From an optimization exercise on the open Yosys and OpenROAD flow, aimed at small area; shortcuts taken in it are not production practice. Function was checked by simulation only, so behaviour that the tests miss may differ from the original. Power and IR drop assume default switching activity.

==> run G <==
==> flow/design.v (excerpt) <==
module pwm_multi_generator #(
    parameter int N_CH       = 16,
    parameter int CNT_WIDTH  = 9,
    parameter int CYCLE      = 512,
    parameter int DATA_WIDTH = 8
) (
    input  logic                                      clk,
    input  logic                                      rst_n,
    input  logic                                      sync,
    input  logic                                      we,
    input  logic [((N_CH > 1) ? $clog2(N_CH) : 1)-1:0] addr,
    input  logic [DATA_WIDTH-1:0]                     wduty,
    input  logic [DATA_WIDTH-1:0]                     wphase,
    input  logic [CNT_WIDTH-1:0]                      duty_offset,
    input  logic                                      out_en,
    output logic [CNT_WIDTH-1:0]                      cyc_time,
    output logic                                      update,
    output logic [N_CH-1:0]                           pwm_out
);
==> module pwm_multi_generator, before the edit <==
module pwm_multi_generator #(
    parameter int N_CH       = 16,
    parameter int CNT_WIDTH  = 9,
    parameter int CYCLE      = 512,
    parameter int DATA_WIDTH = 8
) (
    input  logic                                      clk,
    input  logic                                      rst_n,
    input  logic                                      sync,
    input  logic                                      we,
    input  logic [((N_CH > 1) ? $clog2(N_CH) : 1)-1:0] addr,
    input  logic [DATA_WIDTH-1:0]                     wduty,
    input  logic [DATA_WIDTH-1:0]                     wphase,
    input  logic [CNT_WIDTH-1:0]                      duty_offset,
    input  logic                                      out_en,
    output logic [CNT_WIDTH-1:0]                      cyc_time,
    output logic                                      update,
    output logic [N_CH-1:0]                           pwm_out
);
    logic [8:0]  time_q;
    logic [15:0] pwm_q;
    logic [15:0] sh_vld_q, act_vld_q;
    logic        wrap;
    logic [7:0]  tu;
    logic [8:0]  k;
    logic [8:0]  m;
    logic        neg;
    logic [8:0]  wsum;
    logic [15:0] pwm_d;
    function automatic logic ge8(input logic [7:0] a, input logic [7:0] nb);
        logic c;
        c = 1'b1;
        for (int j = 0; j < 8; j++)
            c = (a[j] & nb[j]) | (a[j] & c) | (nb[j] & c);
        ge8 = c;
    endfunction
    assign wrap = sync | (time_q == 9'd511);
    assign tu   = time_q[8:1];
    assign k    = {1'b0, duty_offset[8:1]} + {8'd0, ~time_q[0] & duty_offset[0]};
    assign m    = {1'b0, tu} - k;
    assign neg  = m[8];
    assign wsum = {1'b0, wphase} + {1'b0, wduty};
    always_ff @(posedge clk or negedge rst_n) begin
        if (!rst_n) begin
            time_q    <= '0;
            pwm_q     <= '0;
            sh_vld_q  <= '0;
            act_vld_q <= '0;
        end else begin
            time_q <= wrap ? 9'd0 : time_q + 9'd1;
            pwm_q  <= pwm_d;
            if (we) sh_vld_q[addr] <= 1'b1;
            if (wrap) act_vld_q <= sh_vld_q;
        end
    end
    for (genvar i = 0; i < 16; i++) begin : g_ch
        logic [7:0] sh_ph_q, act_ph_q;
        logic [8:0] sh_sum_q, act_sum_q;
        logic       c1, lt;
        always_ff @(posedge clk) begin
            if (we && addr == 4'(i)) begin
                sh_ph_q  <= ~wphase;
                sh_sum_q <= ~wsum;
            end
            if (wrap) begin
                act_ph_q  <= sh_ph_q;
                act_sum_q <= sh_sum_q;
            end
        end
        assign c1 = ge8(tu, act_ph_q);
        assign lt = ~ge8(m[7:0], act_sum_q[7:0]);
        wire x = c1 | neg;
        wire top = (x & ~act_sum_q[8]) | (x & lt) | (~act_sum_q[8] & lt);
        assign pwm_d[i] = out_en & (act_vld_q[i]
            ? ((c1 & neg) | top)
            : neg);
    end
    assign cyc_time = time_q;
    assign update   = (time_q == 9'd511);
    assign pwm_out  = pwm_q;
endmodule
clock: 8.0 ns
lec_check: 0
cap_margin: 20
core_margin: 2
core_utilization: 60
place_density: 0.75
slew_margin: 20
standard.sh (not shown) runs the stock make flow with config.mk's settings and CLKGATE_MAP_FILE= SYNTH_SCRIPT=/design/flow/synth_recipe.tcl, a recipe that flattens the netlist after the stock synthesis.
==> flow/flow/run.sh <==
#!/bin/bash
# Own layout flow: the standard flow (standard.sh) with
#  - the standard synthesis, but with adders left to ABC (no ADDER_MAP_FILE
#    full/half-adder cells) and an area-oriented ABC mapping script,
#  - port buffers of the smallest buffer cell,
#  - larger clock-tree sink clusters and no CTS dummy loads.
# Each step's full output is in orfs/logs/; make's output is in standard.log.
set -euo pipefail
export FLOW_WORK="$PWD"
bash standard.sh \
  SYNTH_SCRIPT="$PWD/flow/my_synth.tcl" \
  ADDER_MAP_FILE= \
  BUFFER_PORTS_ARGS="-buffer_cell sky130_fd_sc_hd__buf_1" \
  CTS_ARGS="-sink_clustering_enable -repair_clock_nets -sink_clustering_size 15 -sink_clustering_max_diameter 60 -buf_list sky130_fd_sc_hd__clkbuf_8 -dont_use_dummy_load" \
  finish > standard.log 2>&1
==> flow/flow/area.abc <==
strash
&get -n
&fraig -x
&put
scorr
dc2
balance
rewrite
refactor
balance
rewrite
rewrite -z
balance
refactor -z
rewrite -z
balance
strash
&get -n
&dch -f
&nf -R 1000
&put
==> flow/flow/my_synth.tcl <==
# The standard synthesis (synth_recipe.tcl) with only the final ABC technology
# mapping script replaced by an area-oriented one (flow/area.abc). Registers
# are mapped before ABC runs, so they are the same as the standard synthesis's.
proc abc {args} {
  set i [lsearch -exact $args -script]
  if {$i >= 0} {
    set args [lreplace $args [expr {$i + 1}] [expr {$i + 1}] $::env(FLOW_WORK)/flow/area.abc]
  }
  puts "abc with area script: $args"
  yosys abc {*}$args
}
source $::env(FLOW_WORK)/synth_recipe.tcl
==> run M: changes against run G <==
--- a/flow/design.v
+++ b/flow/design.v
@@ -29,8 +29,8 @@
     logic [15:0] pwm_d;
-    function automatic logic ge8(input logic [7:0] a, input logic [7:0] nb);
+    function automatic logic lt8(input logic [7:0] a, input logic [7:0] b);
         logic c;
-        c = 1'b1;
+        c = 1'b0;
         for (int j = 0; j < 8; j++)
-            c = (a[j] & nb[j]) | (a[j] & c) | (nb[j] & c);
-        ge8 = c;
+            c = (~a[j] & b[j]) | (~a[j] & c) | (b[j] & c);
+        lt8 = c;
     endfunction
@@ -61,4 +61,4 @@
             if (we && addr == 4'(i)) begin
-                sh_ph_q  <= ~wphase;
-                sh_sum_q <= ~wsum;
+                sh_ph_q  <= wphase;
+                sh_sum_q <= wsum;
             end
@@ -69,8 +69,6 @@
         end
-        assign c1 = ge8(tu, act_ph_q);
-        assign lt = ~ge8(m[7:0], act_sum_q[7:0]);
-        wire x = c1 | neg;
-        wire top = (x & ~act_sum_q[8]) | (x & lt) | (~act_sum_q[8] & lt);
+        assign c1 = ~lt8(tu, act_ph_q);
+        assign lt = lt8(m[7:0], act_sum_q[7:0]);
         assign pwm_d[i] = out_en & (act_vld_q[i]
-            ? ((c1 & neg) | top)
+            ? ((c1 & neg) | ((c1 | neg) & (act_sum_q[8] | lt)) | (act_sum_q[8] & lt))
             : neg);
==> flow/run.sh (new file) <==
#!/bin/bash
# synth_recipe.tcl (not shown) runs the flow's synth.tcl, then flattens the netlist and writes it again
# the make line also repeats each setting of config.mk as NAME=value (left out here)
make -C /OpenROAD-flow-scripts/flow DESIGN_CONFIG=/design/flow/config.mk WORK_HOME=/design/flow/orfs CLKGATE_MAP_FILE= SYNTH_SCRIPT=/design/flow/synth_recipe.tcl finish
- CORE_UTILIZATION: 60 -> 40
- PLACE_DENSITY: 0.75 -> not set
removed: flow/flow/run.sh
removed: flow/flow/area.abc
removed: flow/flow/my_synth.tcl
removed: flow/standard.sh
==> summary of the runs <==
Between run G and run M, the lower register-to-register slack is in run G (gap 0.05 ns).
Against run G, the critical path depth of run M is lower by 4.
In run G the clock power is smaller than in run M, by 49%.
In sequential power, run M and run G hardly differ.
In run M the non-clock buffer count is lower than in run G, by 5.
Of run M and run G, run M has the higher hold slack (gap 0.0022 ns).
Between run G and run M, the lower routed wire length is in run G (gap about 16%, measured against run M).
In run M the clock skew is lower than in run G, by 0.042 ns.
Against run G, the die area of run M is larger by 61%.
Run M completed without violations. Run G finished with timing, DRC and antenna clean.

## separate check: timing with driven ports
No port has a modelled driver above. Below, the same layouts with a new extraction and two added sets of constraints.
Step 1 assumes that a clkbuf_16 drives the clock port and a buf_2 every other input.
Step 2, shift: input delay + t, output delay - t, t = (earliest + latest rising clock arrival at the registers) / 2. This alone moves slack from input paths to output paths.
Slacks: ideal ports / drivers / drivers and shift; pairs: ideal ports / drivers.
run | t, ns | setup slack, ns | hold WS [ns] | worst slew at a driven data input, ns
run G | 0.619 | 2.606 / 2.633 / 2.014 | 0.404 / 0.404 / 0.404 | 0.07
run M | 0.665 | 2.603 / 2.576 / 1.970 | 0.406 / 0.406 / 0.406 | 0.06
After both steps setup and hold are still met in every run listed. For run M, which loses most, drivers alone change the setup slack by -0.027 ns; drivers and shift together by -0.633 ns.
